From an optimization exercise on the open Yosys and OpenROAD flow, aimed at small area, a short achievable clock period and few clock cycles per item; shortcuts taken in it are not production practice.
Only simulation tests tie the RTL to the original design; equivalence was not proved.
Power is estimated from default activity; no workload was simulated.

==> flow/design.v, too long to show whole: its modules and the start of the top module <==
// module lbsm_divider: 18 lines
// module lbsm_fa: 10 lines
// module lbsm_ha: 9 lines
// module lbsm_mac: 343 lines
// module lattice_bond_site_mapper: 236 lines
module lattice_bond_site_mapper #(
   parameter int MAX_EXTENT = 256
) (
   input  logic                               clock,
   input  logic                               reset,
   input  logic                               req_valid,
   output logic                               req_ready,
   input  logic [lbsm_pkg::CELL_W-1:0]        req_cell_x,
   input  logic [lbsm_pkg::CELL_W-1:0]        req_cell_y,
   input  logic [lbsm_pkg::CELL_W-1:0]        req_cell_z,
   input  logic signed [lbsm_pkg::OFF_W-1:0]  req_src_dx,
   input  logic signed [lbsm_pkg::OFF_W-1:0]  req_src_dy,
   input  logic signed [lbsm_pkg::OFF_W-1:0]  req_src_dz,
   input  logic [lbsm_pkg::LOCAL_W-1:0]       req_src_local,
   input  logic signed [lbsm_pkg::OFF_W-1:0]  req_tgt_dx,
   input  logic signed [lbsm_pkg::OFF_W-1:0]  req_tgt_dy,
   input  logic signed [lbsm_pkg::OFF_W-1:0]  req_tgt_dz,
   input  logic [lbsm_pkg::LOCAL_W-1:0]       req_tgt_local,
   output logic                               rsp_valid,
   input  logic                               rsp_ready,
   output logic                               rsp_connected,
   output logic [lbsm_pkg::SITE_W-1:0]        rsp_src_site,
   output logic [lbsm_pkg::SITE_W-1:0]        rsp_tgt_site,
   output logic                               rsp_flip_x,
   output logic                               rsp_flip_y,
   output logic                               rsp_flip_z,
   output logic [lbsm_pkg::DIMS-1:0]          rsp_src_outside,
   output logic [lbsm_pkg::DIMS-1:0]          rsp_tgt_outside,
   input  logic                               csr_write_en,
   input  logic [lbsm_pkg::CSR_IDX_W-1:0]     csr_index,
   input  logic [lbsm_pkg::CSR_DATA_W-1:0]    csr_wdata
);
  // ...
==> flow/run.sh <==
#!/bin/bash
# synth_recipe.tcl (not shown) runs the flow's synth.tcl, then flattens the netlist and writes it again
# the make line also repeats each setting of config.mk as NAME=value (left out here)
make -C /OpenROAD-flow-scripts/flow DESIGN_CONFIG=/design/flow/config.mk WORK_HOME=/design/flow/orfs CLKGATE_MAP_FILE= SYNTH_SCRIPT=/design/flow/synth_recipe.tcl finish
==> flow/config.mk <==
export PLATFORM = sky130hd
export DESIGN_NAME = lattice_bond_site_mapper
export DESIGN_NICKNAME = lattice_bond_site_mapper
export VERILOG_FILES = /design/flow/design.v
export SDC_FILE = /design/flow/constraint.sdc
export NUM_CORES = 4
export LEC_CHECK = 0
export CAP_MARGIN = 20
export CORE_MARGIN = 2
export CORE_UTILIZATION = 40
export SLEW_MARGIN = 20
export SYNTH_HIERARCHICAL = 1
export SYNTH_MINIMUM_KEEP_SIZE = 0
==> flow/constraint.sdc <==
create_clock -name core_clock -period 10.0 [get_ports {clock}]
set_input_delay 2.0000 -clock core_clock [delete_from_list [all_inputs] [get_ports {clock}]]
set_output_delay 2.0000 -clock core_clock [all_outputs]
set_load 0.01 [all_outputs]
==> impl_metrics.json, run 1 <==
{
  "status": "complete, no violations",
  "crit_end": "rsp_tgt_site_ff[25]",
  "use_met2_pct": 41.0,
  "fin_worst_skew_ns": 0.0236,
  "p_total_mw": 10.9,
  "grt_max_degree": 69,
  "wl_met1_um": 59100,
  "rows": 120,
  "core_mm2": 0.107,
  "drv_slew": 0,
  "syn_nets": 5321,
  "path_cells": "and2_1, fa_1, fa_1, fa_1, fa_1, fa_1, fa_1, fa_1, ha_1, a21oi_1, o21ai_0, nor2_1, a21boi_2, a311oi_2, o21bai_1, xor2_1, and2_1",
  "clk_pin_slew_ns": 0.06,
  "slowest_delay_ns": 1.11,
  "ctsResizeCount": 0,
  "drt-initial-drc-count": 2738,
  "startpoint": "s1_coord[51]",
  "powerClk_mw": 1.56,
  "largestClassByArea": "multi-input gates",
  "synth_cells": 4282,
  "power_switching_mw": 5.52,
  "tns_ns": 0,
  "critPathKind": "reg2reg",
  "hp-class": "reg2reg",
  "cts_hold_buf": 0,
  "setup_viol_count_final": 0,
  "fmax_ghz": 0.145,
  "nNonClkInverters": 147,
  "worst-path-max-fanout": 26,
  "yosys-mux-area-fraction_pct": 1.51
}
Testbench counts, summed over its fixed seeds: cycles 19,344, bonds 19,200.
==> module lattice_bond_site_mapper, before the edit <==
module lattice_bond_site_mapper #(
   parameter int MAX_EXTENT = 256
) (
   input  logic                               clock,
   input  logic                               reset,
   input  logic                               req_valid,
   output logic                               req_ready,
   input  logic [lbsm_pkg::CELL_W-1:0]        req_cell_x,
   input  logic [lbsm_pkg::CELL_W-1:0]        req_cell_y,
   input  logic [lbsm_pkg::CELL_W-1:0]        req_cell_z,
   input  logic signed [lbsm_pkg::OFF_W-1:0]  req_src_dx,
   input  logic signed [lbsm_pkg::OFF_W-1:0]  req_src_dy,
   input  logic signed [lbsm_pkg::OFF_W-1:0]  req_src_dz,
   input  logic [lbsm_pkg::LOCAL_W-1:0]       req_src_local,
   input  logic signed [lbsm_pkg::OFF_W-1:0]  req_tgt_dx,
   input  logic signed [lbsm_pkg::OFF_W-1:0]  req_tgt_dy,
   input  logic signed [lbsm_pkg::OFF_W-1:0]  req_tgt_dz,
   input  logic [lbsm_pkg::LOCAL_W-1:0]       req_tgt_local,
   output logic                               rsp_valid,
   input  logic                               rsp_ready,
   output logic                               rsp_connected,
   output logic [lbsm_pkg::SITE_W-1:0]        rsp_src_site,
   output logic [lbsm_pkg::SITE_W-1:0]        rsp_tgt_site,
   output logic                               rsp_flip_x,
   output logic                               rsp_flip_y,
   output logic                               rsp_flip_z,
   output logic [lbsm_pkg::DIMS-1:0]          rsp_src_outside,
   output logic [lbsm_pkg::DIMS-1:0]          rsp_tgt_outside,
   input  logic                               csr_write_en,
   input  logic [lbsm_pkg::CSR_IDX_W-1:0]     csr_index,
   input  logic [lbsm_pkg::CSR_DATA_W-1:0]    csr_wdata
);
   localparam int CW = lbsm_pkg::COORD_W;
   logic [lbsm_pkg::DIMS-1:0][lbsm_pkg::SIZE_W-1:0] ext_ff;
   logic [lbsm_pkg::LAYER_W-1:0]   layer_ff;
   logic [lbsm_pkg::PMASK_W-1:0]   periodic_ff;
   logic [lbsm_pkg::BASIS_W-1:0]   basis_ff;
   logic [lbsm_pkg::ROWB_W-1:0]    rowb_ff;
   logic [lbsm_pkg::LAYB_W-1:0]    layb_ff;
   logic [lbsm_pkg::SIZE_W-1:0]    wr_ext;
   logic                           pc_load_ff, pc_cap_ff;
   logic                                                  s0_valid;
   logic [lbsm_pkg::DIMS-1:0][lbsm_pkg::CELL_W-1:0]       s0_cell;
   logic [1:0][lbsm_pkg::DIMS-1:0][lbsm_pkg::OFF_W-1:0]   s0_off;
   logic [1:0][lbsm_pkg::LOCAL_W-1:0]                     s0_local;
   logic                                                  s1_valid;
   logic                                                  s1_step;    
   logic [1:0][lbsm_pkg::DIMS-1:0][CW-1:0]                s1_coord;
   logic [1:0][lbsm_pkg::DIMS-1:0]                        s1_par;
   logic [1:0][lbsm_pkg::DIMS-1:0]                        s1_out;
   logic [1:0][lbsm_pkg::LOCAL_W-1:0]                     s1_local;
   logic                                                  s1_conn;
   logic                                rsp_valid_ff;
   logic                                rsp_conn_ff;
   logic [lbsm_pkg::SITE_W-1:0]         rsp_src_site_ff, rsp_tgt_site_ff;
   logic [lbsm_pkg::DIMS-1:0]           rsp_flip_ff;
   logic [lbsm_pkg::DIMS-1:0]           rsp_src_out_ff, rsp_tgt_out_ff;
   logic [1:0][lbsm_pkg::DIMS-1:0][CW-1:0]  w_in, w_next;
   logic [1:0][lbsm_pkg::DIMS-1:0]          w_moved, w_more;
   logic                                    w_conn, w_more_any, w_moved_any;
   logic [1:0][lbsm_pkg::SITE_W-1:0]        site;
   logic adv2, s1_free, s1_load;
   assign adv2      = !rsp_valid_ff || rsp_ready;
   assign s1_free   = !s1_step && (!s1_valid || adv2);
   assign req_ready = !s0_valid || s1_free;
   assign s1_load   = s0_valid && s1_free;
   always_comb begin
      for (int e = 0; e < 2; e++) begin
         for (int d = 0; d < lbsm_pkg::DIMS; d++) begin
            if (s1_step) begin
               w_in[e][d] = s1_coord[e][d];
            end else begin
               w_in[e][d] = CW'($signed({2'b00, s0_cell[d]}) + $signed(s0_off[e][d]));
            end
         end
      end
   end
   for (genvar e = 0; e < 2; e++) begin : g_ep
      for (genvar d = 0; d < lbsm_pkg::DIMS; d++) begin : g_dim
         lbsm_divider u_wrap (
            .coord  (w_in[e][d]),
            .extent (ext_ff[d]),
            .next   (w_next[e][d]),
            .moved  (w_moved[e][d]),
            .more   (w_more[e][d])
         );
      end
   end
   always_comb begin
      w_conn = 1'b1;
      for (int e = 0; e < 2; e++) begin
         for (int d = 0; d < lbsm_pkg::DIMS; d++) begin
            if (w_moved[e][d] && !periodic_ff[d]) begin
               w_conn = 1'b0;
            end
         end
      end
   end
   assign w_more_any  = |w_more;
   assign w_moved_any = |w_moved;
   always_ff @(posedge clock) begin
      if (req_ready) begin
         s0_cell[0]   <= req_cell_x;
         s0_cell[1]   <= req_cell_y;
         s0_cell[2]   <= req_cell_z;
         s0_off[0][0] <= req_src_dx;
         s0_off[0][1] <= req_src_dy;
         s0_off[0][2] <= req_src_dz;
         s0_off[1][0] <= req_tgt_dx;
         s0_off[1][1] <= req_tgt_dy;
         s0_off[1][2] <= req_tgt_dz;
         s0_local[0]  <= req_src_local;
         s0_local[1]  <= req_tgt_local;
      end
   end
   always_ff @(posedge clock) begin
      if (pc_load_ff) begin
         s1_coord <= '0;
         s1_coord[0][2] <= CW'(basis_ff);
         s1_coord[1][1] <= CW'(basis_ff);
         s1_local <= '0;
      end else if (s1_step) begin
         s1_coord <= w_next;
         s1_par   <= s1_par ^ w_moved;
         s1_out   <= s1_out | w_moved;
      end else if (s1_free) begin
         s1_coord <= w_next;
         s1_par   <= w_moved;
         s1_out   <= w_moved;
         s1_local <= s0_local;
         s1_conn  <= w_conn;
      end
   end
   for (genvar e = 0; e < 2; e++) begin : g_site
      lbsm_mac u_site (
         .ix       (s1_coord[e][0][lbsm_pkg::CELL_W-1:0]),
         .iy       (s1_coord[e][1][lbsm_pkg::CELL_W-1:0]),
         .iz       (s1_coord[e][2][lbsm_pkg::CELL_W-1:0]),
         .local_id (s1_local[e]),
         .basis    (basis_ff),
         .row_b    (rowb_ff),
         .layer_b  (layb_ff),
         .site     (site[e])
      );
   end
   always_ff @(posedge clock) begin
      if (adv2) begin
         rsp_conn_ff     <= s1_conn;
         rsp_src_site_ff <= s1_conn ? site[0] : '0;
         rsp_tgt_site_ff <= s1_conn ? site[1] : '0;
         rsp_flip_ff     <= s1_conn ? (s1_par[0] ^ s1_par[1]) : '0;
         rsp_src_out_ff  <= s1_conn ? s1_out[0] : '0;
         rsp_tgt_out_ff  <= s1_conn ? s1_out[1] : '0;
      end
   end
   always_ff @(posedge clock) begin
      if (reset) begin
         s0_valid     <= 1'b0;
         s1_valid     <= 1'b0;
         s1_step      <= 1'b0;
         rsp_valid_ff <= 1'b0;
      end else begin
         if (req_ready) begin
            s0_valid <= req_valid;
         end
         if (s1_step) begin
            if (!w_moved_any) begin
               s1_step  <= 1'b0;
               s1_valid <= 1'b1;
            end
         end else if (s1_free) begin
            s1_step  <= s0_valid && w_conn && w_more_any;
            s1_valid <= s0_valid && !(w_conn && w_more_any);
         end
         if (adv2) begin
            rsp_valid_ff <= s1_valid && !s1_step;
         end
      end
   end
   always_comb begin
      wr_ext = csr_wdata[lbsm_pkg::SIZE_W-1:0];
      if (wr_ext == '0) begin
         wr_ext = lbsm_pkg::SIZE_W'(1);
      end else if (wr_ext > lbsm_pkg::SIZE_W'(MAX_EXTENT)) begin
         wr_ext = lbsm_pkg::SIZE_W'(MAX_EXTENT);
      end
   end
   always_ff @(posedge clock) begin
      if (reset) begin
         ext_ff[0]   <= lbsm_pkg::SIZE_W'(1);
         ext_ff[1]   <= lbsm_pkg::SIZE_W'(1);
         ext_ff[2]   <= lbsm_pkg::SIZE_W'(1);
         layer_ff    <= lbsm_pkg::LAYER_W'(1);
         periodic_ff <= '0;
         basis_ff    <= lbsm_pkg::BASIS_W'(1);
      end else if (csr_write_en) begin
         unique case (csr_index)
            lbsm_pkg::CSR_SIZE_X:      ext_ff[0]   <= wr_ext;
            lbsm_pkg::CSR_SIZE_Y:      ext_ff[1]   <= wr_ext;
            lbsm_pkg::CSR_SIZE_Z:      ext_ff[2]   <= wr_ext;
            lbsm_pkg::CSR_LAYER_CELLS: layer_ff    <= csr_wdata[lbsm_pkg::LAYER_W-1:0];
            lbsm_pkg::CSR_PERIODIC:    periodic_ff <= csr_wdata[lbsm_pkg::PMASK_W-1:0];
            lbsm_pkg::CSR_BASIS:       basis_ff    <= csr_wdata[lbsm_pkg::BASIS_W-1:0];
            default: begin
            end
         endcase
      end
   end
   always_ff @(posedge clock) begin
      if (reset) begin
         pc_load_ff <= 1'b0;
         pc_cap_ff  <= 1'b0;
         rowb_ff    <= lbsm_pkg::ROWB_W'(1);
         layb_ff    <= lbsm_pkg::LAYB_W'(1);
      end else begin
         pc_load_ff <= csr_write_en;
         pc_cap_ff  <= pc_load_ff;
         if (pc_load_ff) begin
            rowb_ff <= lbsm_pkg::ROWB_W'(ext_ff[0]);
            layb_ff <= lbsm_pkg::LAYB_W'(layer_ff);
         end else if (pc_cap_ff) begin
            rowb_ff <= site[1][lbsm_pkg::ROWB_W-1:0];
            layb_ff <= site[0][lbsm_pkg::LAYB_W-1:0];
         end
      end
   end
   assign rsp_valid       = rsp_valid_ff;
   assign rsp_connected   = rsp_conn_ff;
   assign rsp_src_site    = rsp_src_site_ff;
   assign rsp_tgt_site    = rsp_tgt_site_ff;
   assign rsp_flip_x      = rsp_flip_ff[0];
   assign rsp_flip_y      = rsp_flip_ff[1];
   assign rsp_flip_z      = rsp_flip_ff[2];
   assign rsp_src_outside = rsp_src_out_ff;
   assign rsp_tgt_outside = rsp_tgt_out_ff;
endmodule
==> inputs of run 2 (changes only) <==
--- a/flow/design.v
+++ b/flow/design.v
@@ -444,8 +444,7 @@
    logic [lbsm_pkg::SIZE_W-1:0]    wr_ext;
    logic                           pc_load_ff, pc_cap_ff;
-   logic                                                  s0_valid;
-   logic [lbsm_pkg::DIMS-1:0][lbsm_pkg::CELL_W-1:0]       s0_cell;
-   logic [1:0][lbsm_pkg::DIMS-1:0][lbsm_pkg::OFF_W-1:0]   s0_off;
-   logic [1:0][lbsm_pkg::LOCAL_W-1:0]                     s0_local;
+   logic [lbsm_pkg::DIMS-1:0][lbsm_pkg::CELL_W-1:0]       rq_cell;
+   logic [1:0][lbsm_pkg::DIMS-1:0][lbsm_pkg::OFF_W-1:0]   rq_off;
+   logic [1:0][lbsm_pkg::LOCAL_W-1:0]                     rq_local;
    logic                                                  s1_valid;
    logic                                                  s1_step;    
@@ -464,9 +463,19 @@
    logic                                    w_conn, w_more_any, w_moved_any;
    logic [1:0][lbsm_pkg::SITE_W-1:0]        site;
-   logic adv2, s1_free, s1_load;
+   logic adv2, s1_free;
+   assign rq_cell[0]   = req_cell_x;
+   assign rq_cell[1]   = req_cell_y;
+   assign rq_cell[2]   = req_cell_z;
+   assign rq_off[0][0] = req_src_dx;
+   assign rq_off[0][1] = req_src_dy;
+   assign rq_off[0][2] = req_src_dz;
+   assign rq_off[1][0] = req_tgt_dx;
+   assign rq_off[1][1] = req_tgt_dy;
+   assign rq_off[1][2] = req_tgt_dz;
+   assign rq_local[0]  = req_src_local;
+   assign rq_local[1]  = req_tgt_local;
    assign adv2      = !rsp_valid_ff || rsp_ready;
-   assign s1_free   = !s1_step && (!s1_valid || adv2);
-   assign req_ready = !s0_valid || s1_free;
-   assign s1_load   = s0_valid && s1_free;
+   assign s1_free   = !s1_step && !pc_load_ff && (!s1_valid || adv2);
+   assign req_ready = s1_free;
    always_comb begin
       for (int e = 0; e < 2; e++) begin
@@ -475,5 +484,5 @@
                w_in[e][d] = s1_coord[e][d];
             end else begin
-               w_in[e][d] = CW'($signed({2'b00, s0_cell[d]}) + $signed(s0_off[e][d]));
+               w_in[e][d] = CW'($signed({2'b00, rq_cell[d]}) + $signed(rq_off[e][d]));
             end
          end
@@ -504,19 +513,4 @@
    assign w_moved_any = |w_moved;
    always_ff @(posedge clock) begin
-      if (req_ready) begin
-         s0_cell[0]   <= req_cell_x;
-         s0_cell[1]   <= req_cell_y;
-         s0_cell[2]   <= req_cell_z;
-         s0_off[0][0] <= req_src_dx;
-         s0_off[0][1] <= req_src_dy;
-         s0_off[0][2] <= req_src_dz;
-         s0_off[1][0] <= req_tgt_dx;
-         s0_off[1][1] <= req_tgt_dy;
-         s0_off[1][2] <= req_tgt_dz;
-         s0_local[0]  <= req_src_local;
-         s0_local[1]  <= req_tgt_local;
-      end
-   end
-   always_ff @(posedge clock) begin
       if (pc_load_ff) begin
          s1_coord <= '0;
@@ -532,5 +526,5 @@
          s1_par   <= w_moved;
          s1_out   <= w_moved;
-         s1_local <= s0_local;
+         s1_local <= rq_local;
          s1_conn  <= w_conn;
       end
@@ -560,12 +554,8 @@
    always_ff @(posedge clock) begin
       if (reset) begin
-         s0_valid     <= 1'b0;
          s1_valid     <= 1'b0;
          s1_step      <= 1'b0;
          rsp_valid_ff <= 1'b0;
       end else begin
-         if (req_ready) begin
-            s0_valid <= req_valid;
-         end
          if (s1_step) begin
             if (!w_moved_any) begin
@@ -574,6 +564,6 @@
             end
          end else if (s1_free) begin
-            s1_step  <= s0_valid && w_conn && w_more_any;
-            s1_valid <= s0_valid && !(w_conn && w_more_any);
+            s1_step  <= req_valid && w_conn && w_more_any;
+            s1_valid <= req_valid && !(w_conn && w_more_any);
          end
          if (adv2) begin
--- a/flow/config.mk
+++ b/flow/config.mk
@@ -9,4 +9,5 @@
 export CORE_MARGIN = 2
 export CORE_UTILIZATION = 40
+export SETUP_SLACK_MARGIN = 4.5
 export SLEW_MARGIN = 20
 export SYNTH_HIERARCHICAL = 1
==> run 2 against run 1 <==
Still clean. Synthesized area shrank 4.0%. Critical path type unchanged. Power rose by 5.8%. Sequential power shrank 25%. Cell count grew 2.7%. Maximum frequency increased by 13%. Worst setup slack improved by 0.79 ns. Count of clock-buffer cells in the layout down 4. Highest routed layer unchanged. Register-to-register slack better by 0.79 ns. Final area up 9.2%. Global-route usage increased by 2.0 points. Routed wire length grew 5.8%.
==> impl_metrics.json, run 2 <==
{
  "status": "complete, no violations",
  "synth_edf_count": 97,
  "power_density_mw_per_mm2": 225,
  "cp-end-kind": "flop",
  "largest_reg_flops": 60,
  "synthTopCellsByArea": "fa_1 32%, and2_1 12%, ha_1 8.7%, dfxtp_1 7.6%, edfxtp_1 7.1%",
  "required_ns": 10.35,
  "fmax_ghz": 0.164,
  "layout_common_cells": "805 x and2_1, 577 x fa_1, 302 x nand2_1",
  "synth_top_area_share_pct": 32.0,
  "power_switching_mw": 5.66,
  "p_comb_share_pct": 74.1,
  "hold_viol": 0,
  "dpl.cell_count": 5542,
  "swShare_pct": 49.0,
  "timing.final.ws_setup_ns": 3.91,
  "cap_violations": 0,
  "yosys_most_used_dff": "dfxtp_1",
  "post_layout_nonfiller_instances": 5910,
  "antenna_found_initial": 9,
  "syn_nets": 5205,
  "clk_pin_slew_ns": 0.07,
  "worst_slew_pin_slew_ns": 0.993,
  "grt_pass1_wl_um": 219000,
  "final_common_cell": "and2_1",
  "cts_root_buf": "clkbuf_16",
  "multi_input_area_mm2": 0.0367,
  "cts_buffers": 34,
  "io_buffers": 162,
  "postLayoutCoreUtil_pct": 50.3,
  "nNetsFinal": 5550,
  "dr.pass1.iters": 5,
  "clock_path_buffers": 3,
  "rows": 117,
  "tns_ns": 0,
  "fin_hold_ws_ns": 0.453,
  "arrival_ns": 6.44,
  "rsz0062_at_grt": "true",
  "wl_um": 145000,
  "track_usage_pct": 27.0,
  "maxSlewHeadroom_pct": 33.8,
  "setup_viol_count_final": 0,
  "regArea_mm2": 0.00623,
  "rr_endpoint": "rsp_src_site_ff[26]",
  "grt_max_degree": 71,
  "drt-initial-drc-count": 2644,
  "cts_tree": "built",
  "top_regs": "s1_coord: 60 flops, rsp_src_site_ff: 30 flops, rsp_tgt_site_ff: 30 flops",
  "startpoint_type": "flop",
  "ys.warnings.count": 7,
  "fin_crit_sh_pct": 60.9,
  "hold_start": "layer_ff[14]",
  "start_util_pct": 40.5,
  "holdPathStages": 2,
  "synth_cells": 4166,
  "drv_slew": 0,
  "syn_area_mm2": 0.0413,
  "drtAntennaViolNets": 0,
  "syn_to_final_growth_pct": 24.2,
  "core_mm2": 0.102,
  "layout_min_cycle_time_ns": 6.09,
  "ios": 163,
  "yosysUniqueCellTypes": 89,
  "fin_worst_skew_ns": 0.0190,
  "gp_congestion": 0.920,
  "crit_path_frequent_cell": "fa_1",
  "post_drt_wl_per_cell_um": 24.6,
  "peakVddDrop_mv": 0.482,
  "htreeDepth": 2,
  "ys_async_sr_fraction_pct": 0,
  "ys_top_cells_by_count": "819 x and2_1, 660 x fa_1, 312 x nand2_1, 288 x ha_1, 237 x a21oi_1",
  "grt_pass1_vias": 34992,
  "p_leak_nw": 22.8,
  "nFillCells": 9260,
  "die_y_um": 325,
  "synth_most_common_cell": "and2_1",
  "drive_above_1_share_pct": 23.3,
  "drc": 0,
  "dp_slack_ns": 3.06,
  "reg2reg_from": "s1_coord[20]",
  "largest_register": "s1_coord",
  "slowest_stage": "fa_1",
  "syn_area_per_cell_um2": 9.91,
  "reg2regPathDepth": 20,
  "grt-ovfl-total": 0,
  "hp-class": "reg2reg",
  "synth_top_cell_by_area": "fa_1",
  "seq_power_share_pct": 14.1,
  "hold_end": "layer_ff[14]",
  "dp_hpwl_um": 103000,
  "critPathKind": "reg2reg",
  "clk_latency_ns": 0.60,
  "die_w_um": 325,
  "synth_seq_cells": 254,
  "drt-vias-per-instance": 5.67,
  "clockPowerShare_pct": 11.8,
  "worst-path-max-fanout": 7,
  "path_cells": "buf_12, buf_6, and2_4, fa_1, fa_1, fa_2, fa_2, fa_2, fa_1, fa_1, ha_4, buf_6, nand3_1, o211a_1, o31a_1, buf_4, nor3_2, o32ai_2, xnor2_1, and2_1",
  "synth.yosys.seq_area_share_pct": 14.7,
  "slowest_delay_ns": 0.58,
  "die-area_mm2": 0.106,
  "p_int_mw": 5.88,
  "r2r_setup_slack_ns": 3.91,
  "via_count": 33538,
  "clock_sinks": 254
}
-- run 2: cell types whose count changed in the layout (fill, tap and decap cells not counted), moves of 56 or more --
cell      before  now
buf_4         24  250
nand2_1      414  302
a21oi_1      290  183
ha_1         288  191
fa_1         660  577
fa_2           0   83
ha_4           0   69
edfxtp_1     163   97
nand2b_1      13   70
dfxtp_1      154   98
-- run 2: how the worst max path moves through the flow --
stage             startpoint                  end  slack [ns]  cells past startpoint
5_1_grt         s1_coord[21]  rsp_src_site_ff[26]        3.74                     20
3_5_place_dp   req_cell_x[0]             s1_valid        3.06                     20
4_1_cts         s1_coord[26]  rsp_src_site_ff[27]        3.99                     19
6_report        s1_coord[20]  rsp_src_site_ff[26]        3.91                     20
2_1_floorplan  req_cell_x[0]             s1_valid        4.28                     19
3_3_place_gp   req_cell_x[0]             s1_valid        3.13                     20
-- run 2: per-stage QoR --
step	total power [mW]	cell area, µm²
6_report	11.5	51300
5_1_grt	12.3	51300
4_1_cts	10.7	49700
3_5_place_dp	8.11	44400
3_3_place_gp	8.13	44400
2_1_floorplan	6.18	41900
-- run 2: layer usage --
layer  GRT usage, %  vias to the layer above  part of all wire, %
met5              0                        -                0.019
met4           9.50                        4                  3.9
met3           4.54                      297                  6.9
met2           44.6                     1268                   47
met1           35.7                    17151                   42
li1               -                    14818                    -
-- run 2: cell type report --
cell class                 instances  share of cell area [%]
antenna                            5                  0.0244
clock buffer                      43                    1.93
clock inverter                    19                   0.422
inverter                         146                    1.08
multi-input combinational       3575                    71.5
sequential                       254                    12.2
tap                             1368                    3.34
timing repair buffer             500                    9.54
-- run 2: per-module statistics from Yosys (local to each module, per instance) --
module | flip-flops and latches | cells inside | copies in the design
lattice_bond_site_mapper | 254 | 1324 | 1
lbsm_divider | 0 | 155 | 6
lbsm_fa | 0 | 1 | 640
lbsm_ha | 0 | 1 | 14
lbsm_mac | 0 | 629 | 2
-- run 2: logic make-up after synthesis --
kind of cell	share of synthesized area [%]
AO/OA/AOI/OAI	15.1
XOR/XNOR	2.74
adder cells (fa/ha/maj)	40.7
buffers and inverters	3.74
flip-flops	14.7
multiplexers	1.57
AND/OR/NAND/NOR	21.4
-- run 2: power by group through the flow --
| stage | clock network (mW) | logic, mW | registers (mW) |
|---|---|---|---|
| floorplan | 0 | 4.71 | 1.48 |
| global placement | 0 | 6.40 | 1.73 |
| detailed placement | 0 | 6.38 | 1.73 |
| CTS | 1.39 | 7.71 | 1.61 |
| global route | 1.42 | 9.23 | 1.64 |
| finish | 1.36 | 8.56 | 1.63 |
-- run 2: repair_timing --
item / CTS / global route
setup endpoints to repair: 121 / 108
buffers inserted: 224 / 68
hold buffers: 0 / 0
pin swaps: 168 / 145
gates resized for setup: 549 / 223
cloned: 8 / 1
-- run 2: worst max-delay path: cells and delay by family (launching register included) --
family                   cells  cell delay (ns)
AO/OA/AOI/OAI                3             0.74
XOR/XNOR                     1             0.14
adder cells (fa/ha/maj)      8             3.48
buffers and inverters        4             0.61
flip-flops                   1             0.45
AND/OR/NAND/NOR              4             0.42
Testbench counts of run 2, summed over its fixed seeds: cycles 19,296, bonds 19,200.

re-timing with driven ports:
In the flow no input, the clock included, has a driving cell. The finished layouts below were timed again as built, in two steps. Step 1 assumes that a clkbuf_16 drives the clock port and a buf_2 every other input. Step 2, shift: input delay + t, output delay - t, t = (earliest + latest rising clock arrival at the registers) / 2. This alone moves slack from input paths to output paths. a / b / c = ideal / step 1 / step 2; a / b = the first two.
| run | t, ns | setup WS [ns] | worst data-port slew with drivers (ns) |
|---|---|---|---|
| run 1 | 0.685 | 3.119 / 3.119 / 3.119 | 0.04 |
| run 2 | 0.661 | 3.906 / 3.906 / 3.878 | 0.08 |
After both steps setup and hold are still met in every run listed. For run 2, which loses most, drivers alone change the setup slack by 0.000 ns; drivers and shift together by -0.028 ns.
